This design comes from an exercise in tuning for small area, a short achievable clock period and few clock cycles per item on the open sky130 flow, not from production work.
The RTL was checked by simulation tests, not by an equivalence proof against the original design.

==> inputs of v39 <==
==> flow/design.v (excerpt) <==
module convex_polygon_sat_overlap_core #(
  parameter int MAX_VERTICES = csat_pkg::MAX_VERTICES_DEF,
  parameter int COORD_BITS   = csat_pkg::COORD_BITS_DEF
) (
  input  logic                            clk_i,
  input  logic                            rst_ni,
  input  logic                            in_valid_i,
  output logic                            in_ready_o,
  input  logic [csat_pkg::CMD_W-1:0]      in_command_i,
  input  logic [csat_pkg::FIELD_W-1:0]    in_vertex_x_i,
  input  logic [csat_pkg::FIELD_W-1:0]    in_vertex_y_i,
  output logic                            out_valid_o,
  input  logic                            out_ready_i,
  output logic                            out_overlap_o,
  output logic [csat_pkg::STATUS_W-1:0]   out_status_o
);
clock: 10.0 ns
lec_check: 0
abc_area: 1
cap_margin: 20
core_margin: 2
core_utilization: 55
place_density: 0.62
setup_slack_margin: 4
slew_margin: 20
tns_end_percent: 10
run.sh (not shown) runs the stock make flow with config.mk's settings and CLKGATE_MAP_FILE= SYNTH_SCRIPT=/design/flow/synth_recipe.tcl, a recipe that flattens the netlist after the stock synthesis.
==> v14: changes against v39 <==
--- a/flow/config.mk
+++ b/flow/config.mk
@@ -9,6 +9,6 @@
 export CAP_MARGIN = 20
 export CORE_MARGIN = 2
-export CORE_UTILIZATION = 55
-export PLACE_DENSITY = 0.62
+export CORE_UTILIZATION = 48
+export PLACE_DENSITY = 0.55
 export SETUP_SLACK_MARGIN = 4
 export SLEW_MARGIN = 20
==> comparison <==
In synthesized area, v14 and v39 do not differ. Between v39 and v14, the lower global-route usage is in v14 (gap 2.7 points). Of v39 and v14, v14 has the higher first-iteration DRC count (gap 0.71%, measured against v14). Against v14, the die area of v39 is smaller by about 13%.
Testbench counts of v39, summed over its fixed seeds: cycles 18,017, tests 320.
Testbench counts of v14, summed over its fixed seeds: cycles 18,017, tests 320.

* * *

==> inputs of 04-08 <==
Starting RTL as in the previous note.
clock: 10.0 ns
lec_check: 0
cap_margin: 20
core_margin: 2
core_utilization: 40
place_density: 0.5
setup_slack_margin: 4
slew_margin: 20
tns_end_percent: 10
==> inputs of 06-17, as changes to 04-08 <==
Settings changed: ABC_AREA from default to 1.
==> inputs of 09-05, as changes to 04-08 <==
Settings changed: ABC_AREA from default to 1, CORE_UTILIZATION 40 to 45.
==> notes.md <==
- Cell area, lowest first: 04-08, 09-05, 06-17.
- Via count: 09-05 > 06-17 > 04-08.
==> figures <==
Run status: 09-05 timing/DRC/antenna clean; 04-08 timing/DRC/antenna clean; 06-17 timing/DRC/antenna clean
First-pass GRT wire length: 09-05 717000 um; 04-08 686000 um; 06-17 703000 um
Max Clock Skew: 09-05 155 ps; 04-08 152 ps; 06-17 133 ps
Core Region: 09-05 279000 um^2; 04-08 305000 um^2; 06-17 314000 um^2
Maximum achievable frequency: 09-05 158 MHz; 04-08 155 MHz; 06-17 161 MHz
Met2 WL: 09-05 237000 um; 04-08 223000 um; 06-17 228000 um
Synthesized net count: 09-05 14.5k; 04-08 12.0k; 06-17 14.5k
Crit path required time: 09-05 10690 ps; 04-08 10770 ps; 06-17 10610 ps
Final worst-path setup slack: 09-05 3680 ps; 04-08 3540 ps; 06-17 3770 ps
Fill cells: 09-05 25.4k; 04-08 27.8k; 06-17 29.5k
Testbench counts of 04-08, summed over its fixed seeds: cycles 18,017, tests 320.
Testbench counts of 06-17, summed over its fixed seeds: cycles 18,017, tests 320.
Testbench counts of 09-05, summed over its fixed seeds: cycles 18,017, tests 320.

* * *

==> 05-08 <==
convex_polygon_sat_overlap_core, a different RTL version from the one above (not shown whole).
## convex_polygon_sat_overlap_core
module convex_polygon_sat_overlap_core #(
  parameter int MAX_VERTICES = csat_pkg::MAX_VERTICES_DEF,
  parameter int COORD_BITS   = csat_pkg::COORD_BITS_DEF
) (
  input  logic                            clk_i,
  input  logic                            rst_ni,
  input  logic                            in_valid_i,
  output logic                            in_ready_o,
  input  logic [csat_pkg::CMD_W-1:0]      in_command_i,
  input  logic [csat_pkg::FIELD_W-1:0]    in_vertex_x_i,
  input  logic [csat_pkg::FIELD_W-1:0]    in_vertex_y_i,
  output logic                            out_valid_o,
  input  logic                            out_ready_i,
  output logic                            out_overlap_o,
  output logic [csat_pkg::STATUS_W-1:0]   out_status_o
);
clock: 10.0 ns
lec_check: 0
cap_margin: 20
core_margin: 2
core_utilization: 40
place_density: 0.5
setup_slack_margin: 4
slew_margin: 20
tns_end_percent: 10
==> 11-01 (differences from 05-08) <==
--- a/flow/design.v
+++ b/flow/design.v
@@ -2550,11 +2550,11 @@
         c_rst_q[c]  <= 1'b1;
         c_more_q[c] <= 1'b1;
       end
       if (iss && (iss_c == c)) begin
         c_rst_q[c]  <= 1'b0;
-        c_more_q[c] <= (s_k + 5'd1 != m_q);
+        c_more_q[c] <= (s_k + 5'd1 != m_q) || !(run_q || rq_test);
       end
       if (iss_new && (iss_c == c)) begin
         c_own_q[c]  <= ax_own_q;
         c_base_q[c] <= ax_base_q;
         c_nx_q[c]   <= ax_nx_q;
CORE_UTILIZATION = 48   (was 40)
PLACE_DENSITY = 0.55   (was 0.5)
==> 04-21 (differences from 05-08) <==
PLACE_DENSITY = not set   (was 0.5)
TNS_END_PERCENT = not set   (was 10)
==> flow_summary.json <==
{
  "buffers": 564,
  "grt_util_met2_pct": 42.6,
  "worstRegToRegCells": 30,
  "rr_endpoint": "status_q[1]",
  "n_clock_buffer": 284,
  "dp_hpwl_um": 270000,
  "buffer_area_share_pct": 4.05,
  "holdCritStartpoint": "p1_ib_q[3]",
  "crit_buf_inv": 2,
  "route.met3.wl_um": 48500,
  "met3_usage_pct": 6.32,
  "cts_resized": 392,
  "status": "timing/DRC/antenna clean",
  "placed_area_um2": 128000,
  "path_max_fanout": 8,
  "clockNetworkAreaShare_pct": 5.14
}
The numbers above come from 04-21.

==> flow_summary.json <==
{
  "path_max_fanout": 5,
  "cts_resized": 264,
  "rr_endpoint": "rdy_q",
  "clockNetworkAreaShare_pct": 5.54,
  "holdCritStartpoint": "p1_g_q",
  "worstRegToRegCells": 33,
  "crit_buf_inv": 5,
  "n_clock_buffer": 300,
  "placed_area_um2": 128000,
  "status": "timing/DRC/antenna clean",
  "buffer_area_share_pct": 3.92,
  "route.met3.wl_um": 40600
}
The numbers above come from 05-08.

==> flow_summary.json <==
{
  "buffers": 595,
  "cts_resized": 424,
  "path_max_fanout": 4,
  "holdCritStartpoint": "p1_ib_q[1]",
  "crit_buf_inv": 4,
  "rr_endpoint": "status_q[0]",
  "placed_area_um2": 128000,
  "grt_util_met2_pct": 56.6,
  "status": "timing/DRC/antenna clean",
  "dp_hpwl_um": 295000,
  "n_clock_buffer": 268,
  "clockNetworkAreaShare_pct": 5.46,
  "met3_usage_pct": 6.67,
  "route.met3.wl_um": 43000
}
The numbers above come from 11-01.

Testbench counts of 05-08, summed over its fixed seeds: cycles 18,133, tests 320.
Testbench counts of 11-01, summed over its fixed seeds: cycles 18,017, tests 320.
Testbench counts of 04-21, summed over its fixed seeds: cycles 18,133, tests 320.

==> separate check: timing with driven ports <==
The flow's constraints put no driver on any port. The routed layouts listed below were extracted and timed again, unchanged, in two steps. Step 1 assumes that a clkbuf_16 drives the clock port and a buf_2 every other input. Step 2 also shifts input and output timing later by t, the mid clock arrival at the registers, as if the neighbouring blocks saw the same clock. Slacks: no drivers / after step 1 / after step 2; pairs: no drivers / after step 1.
run | t (ns) | slack for setup (ns) | latest minus earliest clock arrival (ns) | worst slew at a driven data input, ns | cell pins on the clock port's net
v39 | 0.980 | 3.806 / 3.806 / 3.806 | 0.129 / 0.129 | 0.08 | 1
v14 | 1.019 | 3.780 / 3.780 / 3.780 | 0.139 / 0.139 | 0.39 | 1
04-08 | 1.003 | 3.540 / 3.540 / 3.540 | 0.158 / 0.158 | 0.10 | 1
06-17 | 1.009 | 3.773 / 3.773 / 3.773 | 0.143 / 0.142 | 0.12 | 1
09-05 | 1.001 | 3.679 / 3.679 / 3.679 | 0.159 / 0.159 | 0.10 | 1
05-08 | 0.991 | 3.620 / 3.620 / 3.620 | 0.108 / 0.108 | 0.09 | 1
11-01 | 0.961 | 3.601 / 3.601 / 3.601 | 0.098 / 0.098 | 0.07 | 1
04-21 | 0.975 | 3.383 / 3.383 / 3.383 | 0.109 / 0.108 | 0.07 | 1
After both steps every run listed still meets setup and hold.
